What follows belongs to an exercise in optimizing a design on an open flow for small area, a short achievable clock period and few clock cycles; a production flow would make more cautious choices. Function was checked by simulation only, so behaviour that the tests miss may differ from the original. Power figures rest on the tool's default switching activity, not on a simulated workload.

--- flow/design.v ---
module ram_scan_resp #(
    parameter int WIN_BASE = 0,
    parameter int WIN_LEN  = 32
) (
    input  logic       clk,
    input  logic       rst,
    input  logic [7:0] ram_addr,
    input  logic [7:0] ram_wdat,
    output logic [7:0] ram_rdat,
    input  logic       ram_rd_,
    input  logic       ram_wr_,
    output logic       scan_valid,
    input  logic       scan_ready,
    output logic [7:0] scan_data,
    output logic [7:0] scan_idx,
    output logic       scan_last
);
    logic [7:0] mem [0:255];
    always_ff @(posedge clk) begin
        if (!ram_wr_) begin
            mem[ram_addr] <= ram_wdat;
        end
    end
    assign ram_rdat = ram_rd_ ? 8'h00 : mem[ram_addr];
    typedef enum logic [1:0] {IDLE, LOAD, SEND} state_t;
    state_t     state, state_nxt;
    logic       dirty, dirty_clr, win_hit, load;
    logic [7:0] idx, idx_nxt;
    logic [9:0] rel_addr;
    assign rel_addr = {2'b00, ram_addr} - 10'(WIN_BASE);
    assign win_hit  = !ram_wr_ && (rel_addr < 10'(WIN_LEN));
    always_ff @(posedge clk or posedge rst) begin
        if (rst) begin
            state     <= IDLE;
            dirty     <= 1'b0;
            idx       <= 8'd0;
            scan_data <= 8'd0;
            scan_idx  <= 8'd0;
            scan_last <= 1'b0;
        end else begin
            state <= state_nxt;
            idx   <= idx_nxt;
            if (win_hit) begin
                dirty <= 1'b1;
            end else if (dirty_clr) begin
                dirty <= 1'b0;
            end
            if (load) begin
                scan_data <= mem[8'(WIN_BASE) + idx];
                scan_idx  <= idx;
                scan_last <= (idx == 8'(WIN_LEN - 1));
            end
        end
    end
    always_comb begin
        state_nxt  = state;
        idx_nxt    = idx;
        dirty_clr  = 1'b0;
        load       = 1'b0;
        scan_valid = 1'b0;
        case (state)
            IDLE: begin
                if (dirty) begin
                    dirty_clr = 1'b1;
                    idx_nxt   = 8'd0;
                    state_nxt = LOAD;
                end
            end
            LOAD: begin
                load      = 1'b1;
                state_nxt = SEND;
            end
            SEND: begin
                scan_valid = 1'b1;
                if (scan_ready) begin
                    if (scan_last) begin
                        state_nxt = IDLE;
                    end else begin
                        idx_nxt   = idx + 8'd1;
                        state_nxt = LOAD;
                    end
                end
            end
            default: state_nxt = IDLE;
        endcase
    end
endmodule
--- flow/run.sh ---
#!/bin/bash
# synth_recipe.tcl (not shown) runs the flow's synth.tcl, then flattens the netlist and writes it again
# the make line also repeats each setting of config.mk as NAME=value (left out here)
make -C /OpenROAD-flow-scripts/flow DESIGN_CONFIG=/design/flow/config.mk WORK_HOME=/design/flow/orfs CLKGATE_MAP_FILE= SYNTH_SCRIPT=/design/flow/synth_recipe.tcl finish
--- flow/config.mk ---
export PLATFORM = sky130hd
export DESIGN_NAME = ram_scan_resp
export DESIGN_NICKNAME = ram_scan_resp
export VERILOG_FILES = /design/flow/design.v
export SDC_FILE = /design/flow/constraint.sdc
export NUM_CORES = 4
export LEC_CHECK = 0
export CAP_MARGIN = 20
export CORE_MARGIN = 2
export CORE_UTILIZATION = 40
export SLEW_MARGIN = 20
--- flow/constraint.sdc ---
create_clock -name core_clock -period 7.5 [get_ports {clk}]
set_input_delay 1.5000 -clock core_clock [delete_from_list [all_inputs] [get_ports {clk}]]
set_output_delay 1.5000 -clock core_clock [all_outputs]
set_load 0.01 [all_outputs]
==> results.txt, run 1 <==
- Largest net degree at the start of global routing: between 150 and 200
- Share of layout cells above drive strength 1: 0.3164
- Maximum clock insertion buffer count: 3
- Count leader, synth: edfxtp_1
- Post-Synth XOR/XNOR Area: 0.0004504
- Area leader, netlist: edfxtp_1
- Drt pass-1 iters: 6
- Simple-gate share of the synthesized area: 0.03296
- Number of flops mapped to enable cells by yosys: 2048
- Top cells by instance count after synthesis: edfxtp_1 (2048), mux4_2 (1007), mux2i_1 (351)
- CTS tree: done
- # nets final: 5228
- Max Cap Viol: 0
- Gpl congestion: 0.9929
- Number of global-route vias before repair: about 57000
- CTS Buf Count: 215
- Via/cell ratio: 6.771
- Synth Warn #: 1
- WP data required: 6.00 ns
- Iteration-0 DRC Markers: 9444
- IO buf count: 46
- Core area: 0.2412 mm²
- Compound-Gate Fraction of Synth Area: 0.03409
- Total Routing Usage GR: 0.2812
- CP max stage cell: mux2i_1
- Die X: 497.0 µm
- Clock slew at the register clock pins of the worst setup and hold paths: 0.06 ns
- Syn Std Cell Area: around 0.1 mm²
- Status: complete, no violations
- P&R area growth vs syn: 12.95%
- CTS root buffer: clkbuf_16
- Crit Path Category: input pin to primary output
- Critical path cell sequence: buf_8 > buf_12 > buf_12 > mux4_2 > mux2i_1 > o32ai_1 > nor4_1 > a41oi_1 > buf_4 > clkdlybuf4s50_1
- Max_slew headroom: 0.05696
- Synthesized flop and latch total: 2076
- Fin Clk Skew: 0.05770 ns
- # IOs: 47
- Fin Setup TNS: 0 ns
- Cell Pwr Density: 267.3 mW/mm²
- Slew @ Worst Pin: 1.415 ns
- Arr. time, crit path: 5.99 ns
- Sequential fraction of the synthesis area: 0.6397
- Crit path capture type: primary output
- Period utilization: 0.9985
- HP Class: flip-flop to flip-flop
- Die Y: 497.0 µm
- Multiplexer area fraction after synthesis: 0.2703
- Antenna violations before repair: 22
- Period minus WS final: 7.489 ns
- Final setup fails: 0
- Post-synth cell types: 73
- Hold buffer count at CTS: 0
- CTS-repair resized insts: 0
- Slowest Stage Delay on Critical Path: 0.74 ns
- Post-DP HPWL: 233.0 mm
- Area share of the largest cell type after synthesis: 0.6325
- Clock Latency Late Sink: approximately 0.89 ns
- Buf+Inv Stages, Crit Path: 5
- Initial core utilization: 0.4031
- Setup crit start kind: input pin
- Die Footprint: 0.2470 mm²
- Post-Synthesis Cells: roughly 5100
- Main combinational cell family by area after synthesis: multiplexers
- Row Count: 180
- Residual DRC count: 0
- Post-synthesis adder-cell area fraction: 0.0001287
- Worst Path Max Fanout: 27
- DR WL/cell: 41.09 µm
- RSZ-0062 raised after global routing: false
- Synth async-reset ratio: 0.01349
- Syn Area/Cell: 19.21 µm²
- H-tree levels: 4
- VDD IR max: 0.0002456 V
- Final hold viol count: 0
- Final ANT Viol Nets: 0
- Post CTS Setup Buffer Count: 0
- Fmax: approximately 0.13 GHz
- Sink Count: 2076
- Pleak: 33.47 nW
- Main area contributors after synthesis: edfxtp_1 (63%), mux4_2 (23%), mux2i_1 (3.6%)
- Top FF cell, synth: edfxtp_1
- Final wirelength: 352.8 mm
- Hold WS: about 0.48 ns
- Slew Limit Fails: 0
- GRT Residual Overflow: 0
- Crit-path leading delay family: buffers and inverters
- Wire length of the first global-routing pass: 480.6 mm
- Worst path most repeated cell: buf_12
- Routed vias: 58120
[per-stage QoR]
stage	setup WS [ns]	power (W)	cell area [µm²]	std cells	utilization
final	0.01141	0.02936	109800	8584	0.4553
after global routing	0.04996	0.02997	109800	8579	0.4553
after CTS	0.1007	0.02935	109800	8573	0.4551
after detailed placement	0.1373	0.01831	102400	8170	0.4247
after global placement	0.08930	0.01830	102300	8164	0.4242
after floorplan	2.184	0.01639	97230	5062	-
[path summary, 6_finish.rpt]
path	cells after the start	end	slack, ns	start
worst max-delay path	10	ram_rdat[1]	0.01	ram_addr[0]
worst min-delay path	2	scan_idx[4]	0.48	scan_idx[4]
worst max register to register	8	scan_data[4]	2.40	idx[0]
worst min register to register	2	scan_idx[4]	0.48	scan_idx[4]
max in group asynchronous	3	idx[3]	6.03	rst
min in group asynchronous	2	scan_idx[1]	0.97	rst
[worst reg2reg max path: stages (launching register included)]
cell and delay [ns]:
dfrtp_4 0.80, buf_4 0.74, and2_2 0.61, buf_4 0.41, a22oi_1 0.19, a31oi_1 0.53
o2111ai_1 0.43, o311ai_1 1.06, a31oi_1 0.17
[power by group]
part | switching [W] | internal, W | leakage (nW)
clock | 0.00478 | 0.00644 | 3.55
sequential | 0.000128 | 0.0128 | 18.8
combinational | 0.00308 | 0.00213 | 11.2
[logic make-up after synthesis]
family,count (synthesis)
xor+xnor,5
mux,1366
fa+ha+maj,1
compound gates,461
flops,2076
simple gates,725
buf+inv,428
[sequential cells by signal (all words and copies together) (netlist names)]
| signal | flops |
|---|---|
| idx | 8 |
| scan_data | 8 |
| state | 2 |
| scan_idx | 8 |
| scan_last | 1 |
| mem | 2048 |
| dirty | 1 |
[area by class of cell]
class,instances,area (µm²)
fillers,20220,131400
flip-flops and latches,2076,62210
multi-input cells,2558,33020
clock buffers,263,5673
well taps,3185,3985
repair buffers,345,3219
clock inverters,140,1664
inverters,10,41.29
diodes,7,17.52
[routing by layer]
layer  global-route usage  vias to the layer above  routed length [µm]
met2               0.4210                     3943              157900
met3              0.07417                      845               40620
li1                     -                    21990                   -
met1               0.3725                    31320              129700
met5             0.002122                        -                 195
met4               0.1606                       23               24300
[cells in the final DEF, fill, tap and decap left out, types with 13 or more instances in the layout]
cell / instances
clkbuf_8: 15
nand4_1: 13
o21ai_0: 39
a31oi_1: 40
nand3_1: 82
nor2_2: 26
buf_12: 35
bufinv_16: 30
a22oi_1: 125
clkinv_2: 36
nor2b_1: 23
clkbuf_1: 39
a21oi_1: 59
clkdlybuf4s50_1: 33
a22o_1: 23
a221oi_1: 37
nor2_1: 286
dfrtp_1: 24
mux2i_1: 351
o22ai_1: 36
o32ai_1: 16
nand2_1: 174
clkinv_1: 48
nor3_1: 35
clkbuf_16: 217
mux4_2: 1007
and2_1: 13
edfxtp_1: 2048
buf_4: 260
Testbench counts, summed over its fixed seeds: cycles 48,486.
==> inputs of run 2 (changes only) <==
==> flow/design.v (replaced) <==
module ram_scan_resp #(
    parameter int WIN_BASE = 0,
    parameter int WIN_LEN  = 32
) (
    input  logic       clk,
    input  logic       rst,
    input  logic [7:0] ram_addr,
    input  logic [7:0] ram_wdat,
    output logic [7:0] ram_rdat,
    input  logic       ram_rd_,
    input  logic       ram_wr_,
    output logic       scan_valid,
    input  logic       scan_ready,
    output logic [7:0] scan_data,
    output logic [7:0] scan_idx,
    output logic       scan_last
);
    logic [7:0] mem [0:255];
    always_ff @(posedge clk) begin
        if (!ram_wr_) begin
            mem[ram_addr] <= ram_wdat;
        end
    end
    assign ram_rdat = ram_rd_ ? 8'h00 : mem[ram_addr];
    localparam int QUIET  = 3;
    localparam int WQUIET = 4;
    localparam int QCAP   = 15;
    localparam int IW     = (WIN_LEN <= 2)  ? 1 : (WIN_LEN <= 4)  ? 2 : (WIN_LEN <= 8)   ? 3 :
                            (WIN_LEN <= 16) ? 4 : (WIN_LEN <= 32) ? 5 : (WIN_LEN <= 64)  ? 6 :
                            (WIN_LEN <= 128) ? 7 : 8;    
    logic       dirty, win_hit, any_wr, start;
    logic [3:0] qcnt, wcnt;
    logic [IW-1:0] nidx;
    logic [9:0] rel_addr;
    assign rel_addr = {2'b00, ram_addr} - 10'(WIN_BASE);
    assign win_hit  = !ram_wr_ && (rel_addr < 10'(WIN_LEN));
    assign any_wr   = !ram_wr_;
    assign start = dirty && !scan_valid &&
                   ((!any_wr && qcnt >= 4'(QUIET - 1) && wcnt >= 4'(WQUIET - 1)) || wcnt >= 4'(QCAP));
    always_ff @(posedge clk or posedge rst) begin
        if (rst) begin
            dirty      <= 1'b0;
            qcnt       <= 4'd0;
            wcnt       <= 4'd0;
            nidx       <= '0;
            scan_valid <= 1'b0;
            scan_data  <= 8'd0;
            scan_idx   <= 8'd0;
            scan_last  <= 1'b0;
        end else begin
            if (any_wr) qcnt <= 4'd0;
            else if (qcnt != 4'hf) qcnt <= qcnt + 4'd1;
            if (win_hit) wcnt <= 4'd0;
            else if (wcnt != 4'hf) wcnt <= wcnt + 4'd1;
            if (win_hit) dirty <= 1'b1;
            else if (start) dirty <= 1'b0;
            if (start) begin
                scan_valid <= 1'b1;
                scan_data  <= mem[8'(WIN_BASE)];
                scan_idx   <= 8'd0;
                scan_last  <= (WIN_LEN == 1);
                nidx       <= IW'(1);
            end else if (scan_valid && scan_ready) begin
                if (scan_last) begin
                    scan_valid <= 1'b0;
                end else begin
                    scan_data  <= mem[8'(WIN_BASE) + 8'(nidx)];
                    scan_idx   <= 8'(nidx);
                    scan_last  <= (nidx == IW'(WIN_LEN - 1));
                    nidx       <= nidx + IW'(1);
                end
            end
        end
    end
endmodule
==> run 2 against run 1 <==
Critical path depth up 3. Synthesized cell count down 19%. Register-to-register slack better by 1.5 ns. Clock-buffer cell count down 23. Highest routed layer unchanged. Global-route usage down 7.7 points. Power down 12%. Non-clock buffer count down 67.
==> results.txt, run 2 <==
- Status: complete, no violations
- Fin Setup TNS: 0 ns
- Count leader, synth: edfxtp_1
- Met1 Usage GRT: 0.2894
- Number of flops mapped to enable cells by yosys: around 2000
- RSZ-0062 raised after global routing: false
- Largest net degree at the start of global routing: 207
- Die Footprint: 0.2116 mm²
- Final worst setup slack: 0.1592 ns
- CTS root buffer: clkbuf_16
- DP Cell Count: 6848
- VDD IR max: 0.0002580 V
- Maximum clock insertion buffer count: 3
- WP data required: 6.00 ns
- Fin Clk Skew: roughly 0.030 ns
- Clock Latency Late Sink: between 0.8 and 0.9 ns
- DR WL/cell: 30.08 µm
- Cell Pwr Density: 272.8 mW/mm²
- Max_slew headroom: 0.2036
- Post-Synth XOR/XNOR Area: 0.0004211
- Synth Warn #: 1
- Post-synth cell types: between 60 and 70
- Post-DP HPWL: between 100 and 150 mm
- Simple-gate share of the synthesized area: 0.03101
- Area leader, netlist: edfxtp_1
- Period utilization: 0.9788
- Setup crit start kind: input pin
- Slew Limit Fails: 0
- Pleak: slightly below 30 nW
- GRT Residual Overflow: 0
- Slew @ Worst Pin: approximately 1.2 ns
- Final Non-Filler Cells: 7230
- Fmax: 0.1362 GHz
- Number of global-route vias before repair: 42210
- Final setup fails: 0
- Initial core utilization: 0.4022
- Combinational power share: 0.089
- Most common cell after layout, fill and taps aside: edfxtp_1
- Top FF cell, synth: edfxtp_1
- # nets final: 4379
- Seq pwr share: 0.504
- Final ANT Viol Nets: 0
- IO buf count: 43
- Cell Area, Placed: 0.08760 mm²
- Final wirelength: 217.5 mm
- H-tree levels: 4
- Syn Area/Cell: 20.17 µm²
- CTS tree: done
- P&R area growth vs syn: 13.56%
- Residual DRC count: 0
- Core area: ~0.21 mm²
- Share of layout cells above drive strength 1: 0.2381
- Multiplexer area fraction after synthesis: 0.1656
- Area share of the largest cell type after synthesis: 0.7393
- GR peak layer: met2
- Post-synthesis adder-cell area fraction: 0.0007520
- Synth async-reset ratio: 0.01396
- Sequential fraction of the synthesis area: 0.7480
- Main combinational cell family by area after synthesis: multiplexers
- Gpl congestion: 0.8694
- Worst Path Max Fanout: 60
- Sink Count: 2077
- Crit path capture type: primary output
- Row Count: 167
- Switching Fraction: 0.2277
- Arr. time, crit path: 5.84 ns
- HP Class: flip-flop to flip-flop
- Iteration-0 DRC Markers: approximately 5600
- Main area contributors after synthesis: edfxtp_1 (74%), mux4_2 (13%), mux2i_1 (2.6%)
- Syn Std Cell Area: 0.08319 mm²
- Total Routing Usage GR: 0.2042
- Via/cell ratio: 5.859
- Top cells by instance count after synthesis: edfxtp_1 (2048), mux4_2 (497), nor2_1 (313)
- Layout Cell Area excl Fill: roughly 0.094 mm²
- Clock slew at the register clock pins of the worst setup and hold paths: 0.06 ns
- Net Switching: 0.005868 W
- Final hold viol count: 0
- Synthesized flop and latch total: 2077
- Drt pass-1 iters: 5
- M3 GR Usage: 0.04388
- Clock Power Share: 0.407
- Biggest register: mem
- Wire length of the first global-routing pass: 310.3 mm
- Most frequent cells in the layout: edfxtp_1 (2048), mux4_2 (497), nor2_1 (309)
- Dpl ws: -0.1410 ns
- CTS Buf Count: 205
- Biggest regs: mem x2048, scan_data x8
- # IOs: 47
- Hold buffer count at CTS: 0
- Post-Synthesis Cells: 4125
- Pint: 0.01990 W
- Compound-Gate Fraction of Synth Area: 0.03440
- Met2 GRT Util: 0.3211
- Period minus WS final: 7.341 ns
- Max Cap Viol: 0
- Routed vias: 42360
- Crit Path Category: input pin to primary output
- Antenna violations before repair: 9
- Die Y: 460.0 µm
- Largest register FFs: 2048
- Die X: 460.0 µm
[run 2: cell count changes after synthesis, sizes merged, moves of 12 or more]
cell    change
a221oi     +14
a22oi      -53
a31oi      -30
and2       -12
buf       -117
clkbuf     -42
mux2i     -133
mux4      -497
nand3      -36
nor2b      -17
nor3       -30
o21ai      +32
o32ai      -16
[run 2: timing repair]
item | 4_1_cts | 5_1_grt
resized for setup | 1 | 0
setup buffers | 0 | 0
endpoints found under the setup margin | 1 | 0
[run 2: power by group through the flow]
stage | clock [W] | sequential (W) | combinational (W)
2_1_floorplan | 0 | 0.0131 | 0.00141
3_3_place_gp | 0 | 0.0132 | 0.00227
3_5_place_dp | 0 | 0.0132 | 0.00230
4_1_cts | 0.0106 | 0.0130 | 0.00230
5_1_grt | 0.0111 | 0.0130 | 0.00241
6_report | 0.0105 | 0.0130 | 0.00228
[run 2: critical path: stages]
cell and delay (ns):
buf_8 0.59, buf_4 0.40, buf_4 0.30, mux4_2 0.53, a22oi_1 0.27, a21oi_1 0.12, a21oi_1 0.13, o22ai_1 0.22
a221oi_1 0.73, buf_4 0.26, a2111oi_0 0.07, buf_4 0.19, clkdlybuf4s50_1 0.49
[run 2: layout make-up]
cell class	instances	area [µm²]
fillers	17230	112400
flip-flops and latches	2077	62230
multi-input cells	1777	19380
clock buffers	240	5304
well taps	2704	3383
repair buffers	278	2599
clock inverters	138	1515
inverters	14	53.80
diodes	2	5.005
[run 2: cell families after synthesis]
logic type | count (synthesis)
AOI/OAI and AO/OA | 414
and+or+nand+nor | 618
muxes | 733
xor gates and xnor gates | 4
DFF | 2077
buffers and inverters | 273
adders and majority gates | 5
other | 1
[run 2: final timing paths]
kind                             start           end  slack [ns]  cells after the start
max                        ram_addr[0]   ram_rdat[0]        0.16                     13
min                        scan_idx[0]   scan_idx[0]        0.51                      1
max reg2reg                    nidx[0]  scan_data[5]        3.92                      7
min reg2reg                scan_idx[0]   scan_idx[0]        0.51                      1
max in group asynchronous          rst       nidx[0]        5.96                      3
min in group asynchronous          rst       wcnt[1]        1.04                      2
[run 2: stage by stage]
stage | power [W] | utilization | hold WS [ns]
floorplan | 0.01455 | - | 0.4652
global placement | 0.01552 | 0.4233 | 0.4895
detailed placement | 0.01554 | 0.4235 | 0.4913
CTS | 0.02592 | 0.4565 | 0.5073
global route | 0.02648 | 0.4567 | 0.5483
finish | 0.02577 | 0.4567 | 0.5084
[run 2: per-layer routing]
| metal | part of all wire | routed length (µm) |
|---|---|---|
| met5 | 0.00011 | 25 |
| met4 | 0.027 | 5790 |
| met3 | 0.088 | 19120 |
| met2 | 0.47 | 102900 |
| met1 | 0.41 | 89690 |
Testbench counts of run 2, summed over its fixed seeds: cycles 20,130.
==> inputs of run 3 (changes only) <==
--- a/flow/config.mk
+++ b/flow/config.mk
@@ -7,5 +7,6 @@
 export LEC_CHECK = 0
 export CAP_MARGIN = 20
 export CORE_MARGIN = 2
-export CORE_UTILIZATION = 40
+export CORE_UTILIZATION = 65
+export SETUP_SLACK_MARGIN = 3
 export SLEW_MARGIN = 20
==> run 3 against run 2 <==
Cell area is 0.98% lower. Register-to-register slack improved by 0.11 ns. First-iteration DRC count rose by 7.3%. Via count grew 2.0%. Sequential share of layout area grew 0.65 points. Flip-flop and latch count stayed put. Sequential power about the same. Critical path type unchanged.
==> results.txt, run 3 <==
- Status: complete, no violations
- Wire length of the first global-routing pass: 309.3 mm
- CTS Buf Count: 200
- Final setup fails: 0
- CTS tree: done
- H-tree levels: 4
- VDD IR max: 0.0002434 V
- Largest net degree at the start of global routing: around 190
- Clock Latency Late Sink: between 0.8 and 0.9 ns
- Syn Std Cell Area: between 0.08 and 0.09 mm²
- Seq pwr share: 0.514
- Fin Setup TNS: 0 ns
- Iteration-0 DRC Markers: roughly 6000
- Crit path capture type: primary output
- Die X: 361.8 µm
- Slowest Stage Delay on Critical Path: 0.54 ns
- Period utilization: 0.7887
- Antenna violations before repair: 2
- Pint: 0.01945 W
- Number of flops mapped to enable cells by yosys: 2048
- Critical path cell sequence: buf_16 > buf_16 > buf_16 > buf_4 > mux4_2 > a22oi_2 > a21oi_1 > a21oi_2 > o22ai_2 > a221oi_4 > buf_4 > a2111oi_4 > buf_2
- Core area: 0.1274 mm²
- Worst Path Max Fanout: 12
- Share of layout cells above drive strength 1: 0.2475
- Biggest register: mem
- Area leader, netlist: edfxtp_1
- Combinational power share: 0.096
- Post-synth cell types: between 60 and 70
- Pleak: 29.71 nW
- Max Cap Viol: 0
- Final hold viol count: 0
- Routed vias: 43200
- Buf+Inv Stages, Crit Path: 6
- Most frequent cells in the layout: edfxtp_1 (2048), mux4_2 (500), nor2_1 (307)
- Synth async-reset ratio: 0.01396
- CP max stage cell: mux4_2
- Row Count: approximately 130
- Max_slew headroom: 0.2061
- Fmax: 0.1691 GHz
- Slew @ Worst Pin: 1.191 ns
- Top cells by instance count after synthesis: edfxtp_1 (2048), mux4_2 (497), nor2_1 (313)
- Worst path most repeated cell: buf_16
- Final ANT Viol Nets: 0
- Gpl congestion: 0.9357
- Synthesized flop and latch total: 2077
- Clock slew at the register clock pins of the worst setup and hold paths: 0.06 ns
- Final worst setup slack: 1.585 ns
- Cell Pwr Density: 269.7 mW/mm²
- # IOs: 47
- Sink Count: 2077
- Total Routing Usage GR: 0.3352
- Area share of the largest cell type after synthesis: 0.7393
- Residual DRC count: 0
- # nets final: about 4300
- RSZ-0062 raised after global routing: true
- Switching Fraction: 0.2290
- Slew Limit Fails: 0
- Period minus WS final: 5.915 ns
- DR WL/cell: 35.29 µm
- Most common cell after layout, fill and taps aside: edfxtp_1
- Multi-input gate area: 0.02007 mm²
- Top FF cell, synth: edfxtp_1
- Die Footprint: 0.1309 mm²
- Clock Power Share: 0.390
- Post-Synthesis Cells: 4125
- Setup crit start kind: input pin
- IO buf count: 43
- Fin Clk Skew: 0.009754 ns
- Register area: 0.06223 mm²
- P&R area growth vs syn: 12.45%
- Arr. time, crit path: approximately 4.4 ns
- CTS root buffer: clkbuf_16
- HP Class: flip-flop to flip-flop
- Crit-path leading delay family: compound AO/OA/AOI/OAI gates
- GRT Residual Overflow: 0
- Sequential fraction of the synthesis area: 0.7480
- Biggest regs: mem x2048, scan_data x8
- Syn Area/Cell: just over 20 µm²
- Fillers: roughly 7200
- Largest register FFs: 2048
- Initial core utilization: 0.6532
- Via/cell ratio: 7.064
- Post-DP HPWL: 127.6 mm
- WP data required: 6.00 ns
- Main area contributors after synthesis: edfxtp_1 (74%), mux4_2 (13%), mux2i_1 (2.6%)
- Drt pass-1 iters: 6
- Die Y: 361.8 µm
- Synth Warn #: 1
- Count leader, synth: edfxtp_1
- Final wirelength: about 220 mm
- Number of global-route vias before repair: 42970
- Crit Path Category: input pin to primary output
- Dpl ws: 0.3433 ns
- Net Switching: 0.005777 W
- Maximum clock insertion buffer count: 3
run 3: worst reg2reg max path: stages (launching register included):
cell	delay, ns
dfrtp_4	0.82
buf_4	0.79
mux4_2	0.68
mux4_2	0.56
mux2i_1	0.25
nand2_1	0.08
o21ai_0	0.08
o21ai_0	0.09
run 3: cells by family after synthesis:
kind of cell,count (synthesis),synth area share
flip-flops,2077,0.7480
other,1,0.00004508
multiplexers,733,0.1656
buffers and inverters,273,0.01984
AND/OR/NAND/NOR,618,0.03101
XOR/XNOR,4,0.0004212
adder cells (fa/ha/maj),5,0.0007520
AO/OA/AOI/OAI,414,0.03440
run 3: layout make-up:
type,count,share of cell area
clock buffers,236,0.05540
inverters,14,0.0005885
diodes,1,0.00002675
well taps,1662,0.02223
flip-flops and latches,2077,0.6652
repair buffers,216,0.02920
multi-input cells,1779,0.2146
clock inverters,131,0.01279
run 3: path summary, 6_finish.rpt:
check                            start            to  slack, ns  depth (start not counted)
max reg2reg                    nidx[0]  scan_data[5]       4.03                          7
min in group asynchronous          rst  scan_data[1]       1.06                          2
max in group asynchronous          rst       nidx[0]       5.99                          2
max                        ram_addr[0]   ram_rdat[1]       1.58                         13
min                          mem[0][3]  scan_data[3]       0.52                          2
min reg2reg                  mem[0][3]  scan_data[3]       0.52                          2
run 3: metal layers:
metal	part of all wire	routed length, µm	global-route usage
met1	0.38	81470	0.4825
met4	0.037	7942	0.1118
met5	0	0	0
met2	0.48	102700	0.5189
met3	0.11	23710	0.07849
run 3: stage by stage:
step	power [W]	utilization	instance area, µm²	instances	hold WS (ns)
5_1_grt	0.02588	0.7345	93550	6115	0.5369
6_report	0.02523	0.7346	93550	6116	0.5184
4_1_cts	0.02528	0.7324	93270	6106	0.5148
3_3_place_gp	0.01544	0.6709	85440	5699	0.4875
3_5_place_dp	0.01549	0.6709	85440	5699	0.4994
2_1_floorplan	0.01456	-	83300	4127	0.4652
run 3: power groups by stage:
stage | Combinational (W) | Clock [W] | Sequential, W
floorplan | 0.00142 | 0 | 0.0131
global route | 0.00254 | 0.0104 | 0.0130
detailed placement | 0.00227 | 0 | 0.0132
CTS | 0.00240 | 0.00990 | 0.0130
global placement | 0.00222 | 0 | 0.0132
finish | 0.00242 | 0.00983 | 0.0130
run 3: repair_timing:
item                                    in CTS  in global routing
endpoints found under the setup margin     873                 24
gates resized for setup                    174                 30
pin swaps                                   23                 12
setup buffers                               24                  4
gates cloned                                16                  3
hold buffers                                 0                  0
==> inputs of run 4 (changes only) <==
--- a/flow/config.mk
+++ b/flow/config.mk
@@ -7,6 +7,10 @@
 export LEC_CHECK = 0
 export CAP_MARGIN = 20
 export CORE_MARGIN = 2
-export CORE_UTILIZATION = 65
-export SETUP_SLACK_MARGIN = 3
+export CORE_UTILIZATION = 70
+export CTS_BUF_LIST = sky130_fd_sc_hd__clkbuf_8
+export CTS_CLUSTER_DIAMETER = 50
+export CTS_CLUSTER_SIZE = 16
+export SETUP_SLACK_MARGIN = 4
 export SLEW_MARGIN = 20
+export TNS_END_PERCENT = 5
==> run 4 against run 3 <==
Fmax rose by 4.6%. First-iteration DRC count up 14%. Worst setup slack improved by 0.26 ns. Largest power group unchanged. Flip-flop and latch count unchanged. Area after synthesis stayed put. Utilization grew 3.4 points. Clock skew up 0.024 ns. Global-route usage rose by 2.0 points. Via count about the same. Clock-buffer cell count decreased by 69. Cell area down 3.1%. Critical endpoint is now ram_rdat[7].
==> results.txt, run 4 <==
- Status: complete, no violations
- Synthesized flop and latch total: between 2000 and 2500
- Area leader, netlist: edfxtp_1
- Syn Std Cell Area: 0.08319 mm²
- Worst path most repeated cell: buf_16
- Worst Path Max Fanout: 6
- CTS Buf Count: 163
- Synth Warn #: 1
- Net Switching: between 0.005 and 0.006 W
- GRT Residual Overflow: 0
- Crit Path Category: input pin to primary output
- Row Count: 126
- RSZ-0062 raised after global routing: true
- VDD IR max: 0.0002507 V
- Worst r2r src: nidx[0]
- Drt pass-1 iters: 6
- Max Cap Viol: 0
- Main area contributors after synthesis: edfxtp_1 (74%), mux4_2 (13%), mux2i_1 (2.6%)
- IO buf count: 43
- Sequential fraction of the synthesis area: 0.7480
- Pint: ~0.016 W
- Antenna violations before repair: 5
- Syn Area/Cell: 20.17 µm²
- CP max stage cell: mux4_2
- Count leader, synth: edfxtp_1
- Synth async-reset ratio: 0.01396
- Clock Latency Late Sink: slightly above 0.9 ns
- Final setup fails: 0
- Period utilization: 0.7543
- Arr. time, crit path: 4.16 ns
- Die X: around 350 µm
- Sink Count: 2077
- Final hold viol count: 0
- Crit path capture type: primary output
- Hold WS: 0.5241 ns
- Maximum clock insertion buffer count: 3
- Setup crit start kind: input pin
- Clock Power Share: 0.284
- Final Util: 0.7683
- Top FF cell, synth: edfxtp_1
- Top cells by instance count after synthesis: edfxtp_1 (2048), mux4_2 (497), nor2_1 (313)
- Final ANT Viol Nets: 0
- DR WL/cell: 35.81 µm
- Combinational power share: 0.113
- WP data required: 6.00 ns
- FF-to-FF setup slack: 4.07 ns
- Largest net degree at the start of global routing: between 200 and 250
- # nets final: around 4300
- Residual DRC count: 0
- Slowest Stage Delay on Critical Path: 0.54 ns
- Gpl congestion: approximately 0.9
- Post-Synthesis Cells: 4125
- Period minus WS final: 5.657 ns
- Most frequent cells in the layout: edfxtp_1 (2048), mux4_2 (500), nor2_1 (270)
- Biggest register: mem
- Number of global-route vias before repair: between 40000 and 50000
- Pleak: 28.36 nW
- Total Routing Usage GR: 0.3552
- H-tree levels: 4
- Die Footprint: 0.1216 mm²
- Die Y: 348.7 µm
- Routed vias: 43220
- Initial core utilization: 0.7055
- CP endpoint: ram_rdat[7]
- Area share of the largest cell type after synthesis: 0.7393
- Cell Pwr Density: between 200 and 250 mW/mm²
- Switching Fraction: 0.2389
- Crit. Startpoint: ram_addr[0]
- DP Cell Count: 5564
- CTS tree: done
- Final wirelength: approximately 210 mm
- Core area: 0.1179 mm²
- Fin Clk Skew: 0.03349 ns
- Slew Limit Fails: 0
- Slew @ Worst Pin: roughly 1.1 ns
- CTS root buffer: clkbuf_8
- HP Class: flip-flop to flip-flop
- Wire length of the first global-routing pass: 303.8 mm
- Fmax: 0.1768 GHz
- Share of layout cells above drive strength 1: 0.2556
- Cell Area, Placed: about 0.085 mm²
- Final Non-Filler Cells: roughly 5900
- Most common cell after layout, fill and taps aside: edfxtp_1
- FF-to-FF path depth: 7
- Biggest regs: mem x2048, scan_data x8
- P&R area growth vs syn: 8.910%
- Fin Setup TNS: 0 ns
- Post-DP HPWL: 123.6 mm
- Max_slew headroom: 0.2370
- Layout Cell Area excl Fill: a little over 0.09 mm²
- # IOs: 47
- Number of flops mapped to enable cells by yosys: 2048
- Seq pwr share: 0.603
- Via/cell ratio: approximately 7.3
- Largest register FFs: 2048
- Clock slew at the register clock pins of the worst setup and hold paths: around 0.080 ns
- Critical path cell sequence: buf_16 > buf_16 > buf_8 > buf_16 > mux4_2 > mux2i_4 > o211ai_1 > a221o_1 > a221oi_2 > buf_4 > a2111oi_4 > buf_2
- Post-synth cell types: 62
- FF-to-FF End: scan_data[3]
- Iteration-0 DRC Markers: 6819
-- run 4: cell counts after synthesis --
No cell type changed its count.
-- run 4: worst min path at each step --
stage	depth (start not counted)	slack, ns	from	to
6_report	1	0.52	scan_idx[0]	scan_idx[0]
5_1_grt	2	0.56	scan_idx[4]	scan_idx[4]
4_1_cts	2	0.53	mem[0][5]	scan_data[5]
3_5_place_dp	2	0.51	mem[0][3]	scan_data[3]
3_3_place_gp	1	0.48	scan_idx[0]	scan_idx[0]
2_1_floorplan	2	0.47	mem[0][0]	scan_data[0]
-- run 4: repair_timing --
action | CTS | global route
buffers inserted | 40 | 2
hold buffers | 0 | 0
gates resized for setup | 253 | 42
endpoints found under the setup margin | 1994 | 1962
pin swaps | 25 | 12
cloned | 24 | 1
-- run 4: routing by layer --
layer / track usage / share of wire / up-vias
met2: 0.5498 / 0.48 / 2862
li1: - / - / 17270
met3: 0.07691 / 0.11 / 398
met5: 0 / 0 / -
met4: 0.1259 / 0.038 / 0
met1: 0.5154 / 0.37 / 22690
-- run 4: kinds of logic (layout without fill, tap and decap cells) --
| group | after synthesis | count (layout) | share of synthesized area |
|---|---|---|---|
| adders and majority gates | 5 | 5 | 0.0007520 |
| muxes | 733 | 733 | 0.1656 |
| buffers and inverters | 273 | 495 | 0.01984 |
| other | 1 | 8 | 0.00004508 |
| DFF | 2077 | 2077 | 0.7480 |
| and+or+nand+nor | 618 | 620 | 0.03101 |
| AOI/OAI and AO/OA | 414 | 414 | 0.03440 |
| xor gates and xnor gates | 4 | 4 | 0.0004212 |
-- run 4: worst max-delay path, delay by kind of cell --
kind / cells / cell delay, ns
buf+inv: 6 / 0.99
compound gates: 4 / 0.90
mux: 2 / 0.74
-- run 4: cell type report --
| type | count | area (µm²) |
|---|---|---|
| flip-flops and latches | 2077 | 62230 |
| inverters | 14 | 57.56 |
| clock inverters | 88 | 752.0 |
| diodes | 5 | 12.51 |
| well taps | 1536 | 1922 |
| multi-input cells | 1779 | 20380 |
| fillers | 6279 | 27320 |
| clock buffers | 167 | 2298 |
| repair buffers | 226 | 2947 |
-- run 4: stage by stage --
step / total power, W / setup slack (ns)
after floorplan: 0.01457 / 2.519
after global placement: 0.01540 / 0.5427
after detailed placement: 0.01545 / 0.4727
after CTS: 0.02147 / 1.908
after global routing: 0.02202 / 1.822
final: 0.02146 / 1.843
-- run 4: power by group through the flow --
stage	sequential [W]	combinational (W)	clock, W
floorplan	0.0131	0.00143	0
global placement	0.0132	0.00220	0
detailed placement	0.0132	0.00224	0
CTS	0.0129	0.00240	0.00613
global route	0.0130	0.00254	0.00652
finish	0.0129	0.00243	0.00610
==> inputs of run 5 (changes only) <==
--- a/flow/config.mk
+++ b/flow/config.mk
@@ -7,10 +7,11 @@
 export LEC_CHECK = 0
 export CAP_MARGIN = 20
 export CORE_MARGIN = 2
-export CORE_UTILIZATION = 70
+export CORE_UTILIZATION = 75
 export CTS_BUF_LIST = sky130_fd_sc_hd__clkbuf_8
 export CTS_CLUSTER_DIAMETER = 50
 export CTS_CLUSTER_SIZE = 16
+export PLACE_DENSITY = 0.8
 export SETUP_SLACK_MARGIN = 4
 export SLEW_MARGIN = 20
 export TNS_END_PERCENT = 5
==> run 5 against run 4 <==
Hold slack got worse by 0.0034 ns. Wire length is 6.1% higher. Critical path depth down 3. Die area decreased by 6.6%. Largest cell class unchanged. Largest power group unchanged.
==> results.txt, run 5 <==
- Status: complete, no violations
- Switching Fraction: 0.2410
- GR peak layer: met2
- Die X: 337.1 µm
- Largest net degree at the start of global routing: 154
- Most frequent cells in the layout: edfxtp_1 (2048), mux4_2 (503), nor2_1 (266)
- Row Count: 122
- Clock Latency Late Sink: 0.91 ns
- # nets final: around 4400
- M3 GR Usage: 0.1002
- Slew @ Worst Pin: 1.200 ns
- Area share of the largest cell type after synthesis: 0.7393
- Core area: 0.1104 mm²
- Synth Warn #: 1
- Syn Std Cell Area: just over 0.08 mm²
- Routed vias: ~45000
- Final worst setup slack: 1.784 ns
- Layout Cell Area excl Fill: just over 0.09 mm²
- Net Switching: 0.005198 W
- Top FF cell, synth: edfxtp_1
- Most common cell after layout, fill and taps aside: edfxtp_1
- Final wirelength: 223.9 mm
- Post-DP HPWL: 127.1 mm
- CTS tree: done
- Synthesized flop and latch total: 2077
- Final hold viol count: 0
- RSZ-0062 raised after global routing: true
- Main area contributors after synthesis: edfxtp_1 (74%), mux4_2 (13%), mux2i_1 (2.6%)
- Number of flops mapped to enable cells by yosys: ~2000
- Crit path capture type: primary output
- Sink Count: just over 2000
- Syn Area/Cell: 20.17 µm²
- WP data required: 6.00 ns
- Arr. time, crit path: 4.22 ns
- Slowest Stage Delay on Critical Path: 0.51 ns
- Worst Path Max Fanout: 9
- Antenna violations before repair: 4
- Period utilization: 0.7622
- Total Routing Usage GR: 0.4012
- GRT Residual Overflow: 0
- P&R area growth vs syn: 10.67%
- Number of global-route vias before repair: between 40000 and 50000
- CP max stage cell: a221o_2
- Max_slew headroom: 0.1974
- Post-synth cell types: 62
- Die Y: between 300 and 400 µm
- Via/cell ratio: 7.614
- Slew Limit Fails: 0
- Clock slew at the register clock pins of the worst setup and hold paths: 0.09 ns
- Hold WS: 0.5207 ns
- Fillers: 4656
- Cell Area, Placed: 0.08541 mm²
- Seq pwr share: 0.600
- Dpl ws: 0.4748 ns
- Critical path cell sequence: bufbuf_16 > buf_4 > mux4_2 > o21ai_1 > o211ai_1 > a221o_2 > a221oi_4 > a2111oi_4 > buf_2
- Final Non-Filler Cells: 5922
- CTS Buf Count: 162
- DR WL/cell: 37.80 µm
- Sequential fraction of the synthesis area: 0.7480
- Met2 GRT Util: 0.6061
- Residual DRC count: 0
- Iteration-0 DRC Markers: 7516
- Top cells by instance count after synthesis: edfxtp_1 (2048), mux4_2 (497), nor2_1 (313)
- Pleak: slightly below 30 nW
- Register area: between 0.06 and 0.07 mm²
- Fin Setup TNS: 0 ns
- Combinational power share: 0.120
- HP Class: flip-flop to flip-flop
- Wire length of the first global-routing pass: between 300 and 400 mm
- Biggest register: mem
- Drt pass-1 iters: 8
- Area leader, netlist: edfxtp_1
- IO buf count: 43
- Die Footprint: 0.1136 mm²
- Gpl congestion: 0.9365
- Met1 Usage GRT: 0.5558
- Maximum clock insertion buffer count: 3
- Period minus WS final: ~5.7 ns
- Biggest regs: mem x2048, scan_data x8
- Max Cap Viol: 0
- Fmax: 0.1749 GHz
- Pint: around 0.016 W
- Multi-input gate area: 0.02100 mm²
- Synth async-reset ratio: 0.01396
- # IOs: 47
- VDD IR max: 0.0002777 V
- Setup crit start kind: input pin
- Initial core utilization: 0.7538
- Largest register FFs: 2048
- Clock Power Share: 0.280
- Post-Synthesis Cells: 4125
- Fin Clk Skew: 0.01737 ns
- Share of layout cells above drive strength 1: 0.2871
- DP Cell Count: between 5000 and 6000
- Crit Path Category: input pin to primary output
- Final setup fails: 0
- Count leader, synth: edfxtp_1
- Final ANT Viol Nets: 0
- H-tree levels: 4
- Cell Pwr Density: 234.3 mW/mm²
- CTS root buffer: clkbuf_8
run 5: cell counts after synthesis:
No cell type changed its count.
run 5: critical path, delay by kind of cell:
| kind | cells | cell delay (ns) |
|---|---|---|
| AO/OA/AOI/OAI | 5 | 1.56 |
| buffers and inverters | 3 | 0.65 |
| multiplexers | 1 | 0.49 |
run 5: cell families (layout without fill, tap and decap cells):
group / after synthesis / in the layout / share of synthesized area
adder cells (fa/ha/maj): 5 / 5 / 0.0007520
AO/OA/AOI/OAI: 414 / 414 / 0.03440
flip-flops: 2077 / 2077 / 0.7480
AND/OR/NAND/NOR: 618 / 619 / 0.03101
XOR/XNOR: 4 / 4 / 0.0004212
other: 1 / 10 / 0.00004508
multiplexers: 733 / 733 / 0.1656
buffers and inverters: 273 / 572 / 0.01984
run 5: path summary, 6_finish.rpt:
| check | start | to | slack (ns) | cells after the start |
|---|---|---|---|---|
| max | ram_addr[1] | ram_rdat[7] | 1.78 | 9 |
| min | scan_idx[0] | scan_idx[0] | 0.52 | 1 |
| max reg2reg | nidx[0] | scan_data[4] | 4.08 | 7 |
| min reg2reg | scan_idx[0] | scan_idx[0] | 0.52 | 1 |
| max in group asynchronous | rst | nidx[0] | 6.07 | 2 |
| min in group asynchronous | rst | wcnt[0] | 0.99 | 2 |
run 5: metal layers:
metal,wire (µm),share of wire
met4,13950,0.062
met3,30280,0.14
met1,73220,0.33
met2,106400,0.48
met5,25,0.00011
run 5: layout make-up:
cell class / instances / share of cell area
multi-input combinational: 1778 / 0.2281
clock inverter: 71 / 0.006890
sequential: 2077 / 0.6759
inverter: 14 / 0.0006659
clock buffer: 169 / 0.02526
antenna: 7 / 0.0001903
timing repair buffer: 318 / 0.04270
tap: 1488 / 0.02022
run 5: power groups by stage:
stage | sequential [W] | clock, W | combinational (W)
2_1_floorplan | 0.0131 | 0 | 0.00143
3_3_place_gp | 0.0132 | 0 | 0.00220
3_5_place_dp | 0.0132 | 0 | 0.00226
4_1_cts | 0.0129 | 0.00598 | 0.00249
5_1_grt | 0.0130 | 0.00642 | 0.00268
6_report | 0.0129 | 0.00604 | 0.00260
run 5: timing repair:
item,in CTS,in global routing
buffers inserted,89,27
endpoints found under the setup margin,2032,1795
gates cloned,24,0
endpoints found under the hold margin,0,0
hold buffers,0,0
pin swaps,71,23
gates resized for setup,379,75
run 5: stage by stage:
stage	total power, W	utilization
2_1_floorplan	0.01457	-
3_3_place_gp	0.01539	0.7739
3_5_place_dp	0.01546	0.7739
4_1_cts	0.02140	0.8288
5_1_grt	0.02204	0.8341
6_report	0.02157	0.8342
==> inputs of run 6 (changes only) <==
==> flow/config.mk (replaced) <==
export PLATFORM = sky130hd
export DESIGN_NAME = ram_scan_resp
export DESIGN_NICKNAME = ram_scan_resp
export VERILOG_FILES = /design/flow/design.v
export SDC_FILE = /design/flow/constraint.sdc
export NUM_CORES = 4
export LEC_CHECK = 0
export CAP_MARGIN = 20
export CORE_MARGIN = 2
export CORE_UTILIZATION = 70
export CTS_BUF_LIST = sky130_fd_sc_hd__clkbuf_16
export CTS_CLUSTER_DIAMETER = 60
export CTS_CLUSTER_SIZE = 20
export SETUP_SLACK_MARGIN = 4
export SLEW_MARGIN = 20
export TNS_END_PERCENT = 5
==> run 6 against run 5 <==
Fmax fell by 0.17%. Utilization decreased by 4.9 points. Combinational power is 5% lower. First-iteration DRC count decreased by 1.8%. Cell area is 0.56% higher. Highest routed layer unchanged. Clock-buffer cell count down 15. Final cell count shrank 0.54%. Worst setup slack worse by 0.0096 ns. Critical path depth increased by 2.
==> results.txt, run 6 <==
- Pleak: a little under 30 nW
- Syn Area/Cell: 20.17 µm²
- Post-synth cell types: 62
- Fin Setup TNS: 0 ns
- Final setup fails: 0
- CTS root buffer: clkbuf_16
- Cell Pwr Density: 253.8 mW/mm²
- Gpl congestion: around 0.92
- Antenna violations before repair: 8
- Worst r2r src: nidx[0]
- Iteration-0 DRC Markers: 7380
- Largest net degree at the start of global routing: 205
- Most frequent cells in the layout: edfxtp_1 (2048), mux4_2 (501), nor2_1 (267)
- Post-Synthesis Cells: roughly 4100
- Biggest regs: mem x2048, scan_data x8
- Final hold viol count: 0
- Worst Min Path Start: scan_idx[0]
- WP data required: roughly 6.0 ns
- Residual DRC count: 0
- Main area contributors after synthesis: edfxtp_1 (74%), mux4_2 (13%), mux2i_1 (2.6%)
- Synth Warn #: 1
- # nets final: 4273
- Arr. time, crit path: between 4 and 5 ns
- RSZ-0062 raised after global routing: true
- H-tree levels: 4
- Clock Latency Late Sink: a little under 0.8 ns
- Fin Clk Skew: 0.01540 ns
- FF-to-FF End: scan_data[3]
- Maximum clock insertion buffer count: 3
- Final Util: 0.7851
- Total Routing Usage GR: 0.3596
- Slew @ Worst Pin: 1.146 ns
- Synthesized flop and latch total: 2077
- Number of global-route vias before repair: 43160
- Clock slew at the register clock pins of the worst setup and hold paths: 0.08 ns
- Share of layout cells above drive strength 1: 0.2589
- FF-to-FF path depth: 7
- Initial core utilization: 0.7055
- DR WL/cell: 36.52 µm
- Period utilization: 0.7635
- Most common cell after layout, fill and taps aside: edfxtp_1
- Sink Count: 2077
- Largest register FFs: 2048
- Hold buffer count at CTS: 0
- # IOs: 47
- Die X: 348.7 µm
- Top FF cell, synth: edfxtp_1
- Die Footprint: roughly 0.12 mm²
- VDD IR max: around 0.00031 V
- P&R area growth vs syn: 11.28%
- Core area: 0.1179 mm²
- Routed vias: roughly 44000
- Hold Path End: scan_idx[0]
- Number of flops mapped to enable cells by yosys: 2048
- HP Class: flip-flop to flip-flop
- Crit Path Category: input pin to primary output
- Area share of the largest cell type after synthesis: 0.7393
- Via/cell ratio: 7.420
- WHS Path Cells: 1
- Top cells by instance count after synthesis: edfxtp_1 (2048), mux4_2 (497), nor2_1 (313)
- Final ANT Viol Nets: 0
- Syn Std Cell Area: 0.08319 mm²
- CTS tree: done
- Fmax: between 0.15 and 0.2 GHz
- CTS Buf Count: 143
- Max_slew headroom: 0.2362
- Count leader, synth: edfxtp_1
- FF-to-FF setup slack: 4.10 ns
- Sequential fraction of the synthesis area: 0.7480
- Die Y: 348.7 µm
- Setup crit start kind: input pin
- Max Cap Viol: 0
- Slew Limit Fails: 0
- Worst Path Max Fanout: 9
- Status: complete, no violations
- Drt pass-1 iters: 6
- GRT Residual Overflow: 0
- Post-DP HPWL: 123.6 mm
- Row Count: between 100 and 150
- IO buf count: between 40 and 50
- Area leader, netlist: edfxtp_1
- Wire length of the first global-routing pass: 307.8 mm
- Biggest register: mem
- Synth async-reset ratio: 0.01396
- Final wirelength: ~220 mm
- Period minus WS final: 5.726 ns
- Crit path capture type: primary output
==> run 6: cell counts after synthesis <==
Identical to the previous run, type by type.
==> run 6: area by class of cell <==
cell class / instances / area [µm²]
Sequential cell: 2077 / 62230
Fill cell: 5984 / 25350
Multi-Input combinational cell: 1778 / 20460
Clock buffer: 154 / 3854
Timing Repair Buffer: 233 / 3168
Tap cell: 1536 / 1922
Clock inverter: 94 / 874.6
Inverter: 14 / 57.56
Antenna cell: 4 / 10.01
==> run 6: layer usage <==
| layer | vias up | track usage | wire length [µm] |
|---|---|---|---|
| met5 | - | 0 | 28 |
| met4 | 4 | 0.1429 | 9899 |
| met3 | 497 | 0.07212 | 24240 |
| met2 | 3049 | 0.5530 | 102500 |
| met1 | 22840 | 0.5226 | 78430 |
| li1 | 17310 | - | - |
==> run 6: critical path, stage by stage <==
cell	delay, ns
buf_16	0.13
buf_12	0.17
buf_16	0.15
mux4_2	0.52
a22o_1	0.31
a221oi_1	0.40
o22ai_2	0.18
a221oi_2	0.30
buf_4	0.23
a2111oi_4	0.09
buf_2	0.19
==> run 6: power by group <==
part	internal, W	switching, W	total, W
clock network	0.00416	0.00395	0.00810
logic	0.00108	0.00138	0.00246
registers	0.0128	0.000119	0.0129
==> run 6: logic make-up (layout without fill, tap and decap cells) <==
kind of cell,Yosys count,after routing,synth area share
DFF,2077,2077,0.7480
muxes,733,733,0.1656
and+or+nand+nor,618,619,0.03101
AOI/OAI and AO/OA,414,414,0.03440
buffers and inverters,273,495,0.01984
adders and majority gates,5,5,0.0007520
xor gates and xnor gates,4,4,0.0004212
other,1,7,0.00004508
==> run 6: repair_timing <==
item | CTS | global route
setup endpoints to repair | 2043 | 2040
gates cloned | 23 | 4
gates resized for setup | 258 | 52
pin swaps | 22 | 16
setup buffers | 39 | 7
==> run 6: worst max path at each step <==
stage | startpoint | end | slack, ns
global route | ram_addr[0] | ram_rdat[4] | 1.79
floorplan | ram_addr[0] | ram_rdat[5] | 2.52
CTS | ram_addr[0] | ram_rdat[4] | 1.87
finish | ram_addr[0] | ram_rdat[4] | 1.77
detailed placement | ram_addr[3] | ram_rdat[5] | 0.47
global placement | ram_addr[2] | ram_rdat[2] | 0.54
==> run 6: through the flow <==
stage	hold WS, ns	std cells	setup WS (ns)	area, µm²	power (W)
after floorplan	0.4652	4127	2.519	83460	0.01457
after global placement	0.4822	5564	0.5427	85320	0.01540
after detailed placement	0.5064	5564	0.4727	85330	0.01545
after CTS	0.5265	5874	1.874	92180	0.02346
after global routing	0.5538	5886	1.787	92570	0.02404
final	0.5230	5890	1.774	92580	0.02350

separate check: timing with driven ports:
The flow's constraints put no driver on any port. The routed layouts listed below were extracted and timed again, unchanged, in two steps. Step 1 assumes that a clkbuf_16 drives the clock port and a buf_2 every other input. Step 2 also shifts input and output timing later by t, the mid clock arrival at the registers, as if the neighbouring blocks saw the same clock. Three values: ideal ports, drivers, drivers and shift; two values: the first two.
run	t (ns)	setup WS [ns]	pins driven straight from the clock port
run 1	0.963	0.011 / -0.061 / -0.061	1
run 2	0.923	0.159 / 0.079 / 0.079	1
run 3	0.907	1.585 / 1.288 / 1.288	1
run 4	0.997	1.843 / 1.358 / 1.358	1
run 5	0.979	1.784 / 1.390 / 1.390	1
run 6	0.866	1.774 / 1.414 / 1.414	1
Met with ideal ports but missed after step 2: setup timing in run 1. The setup slack of run 4, which loses most, moves by -0.485 ns with the drivers and by -0.485 ns with both steps.
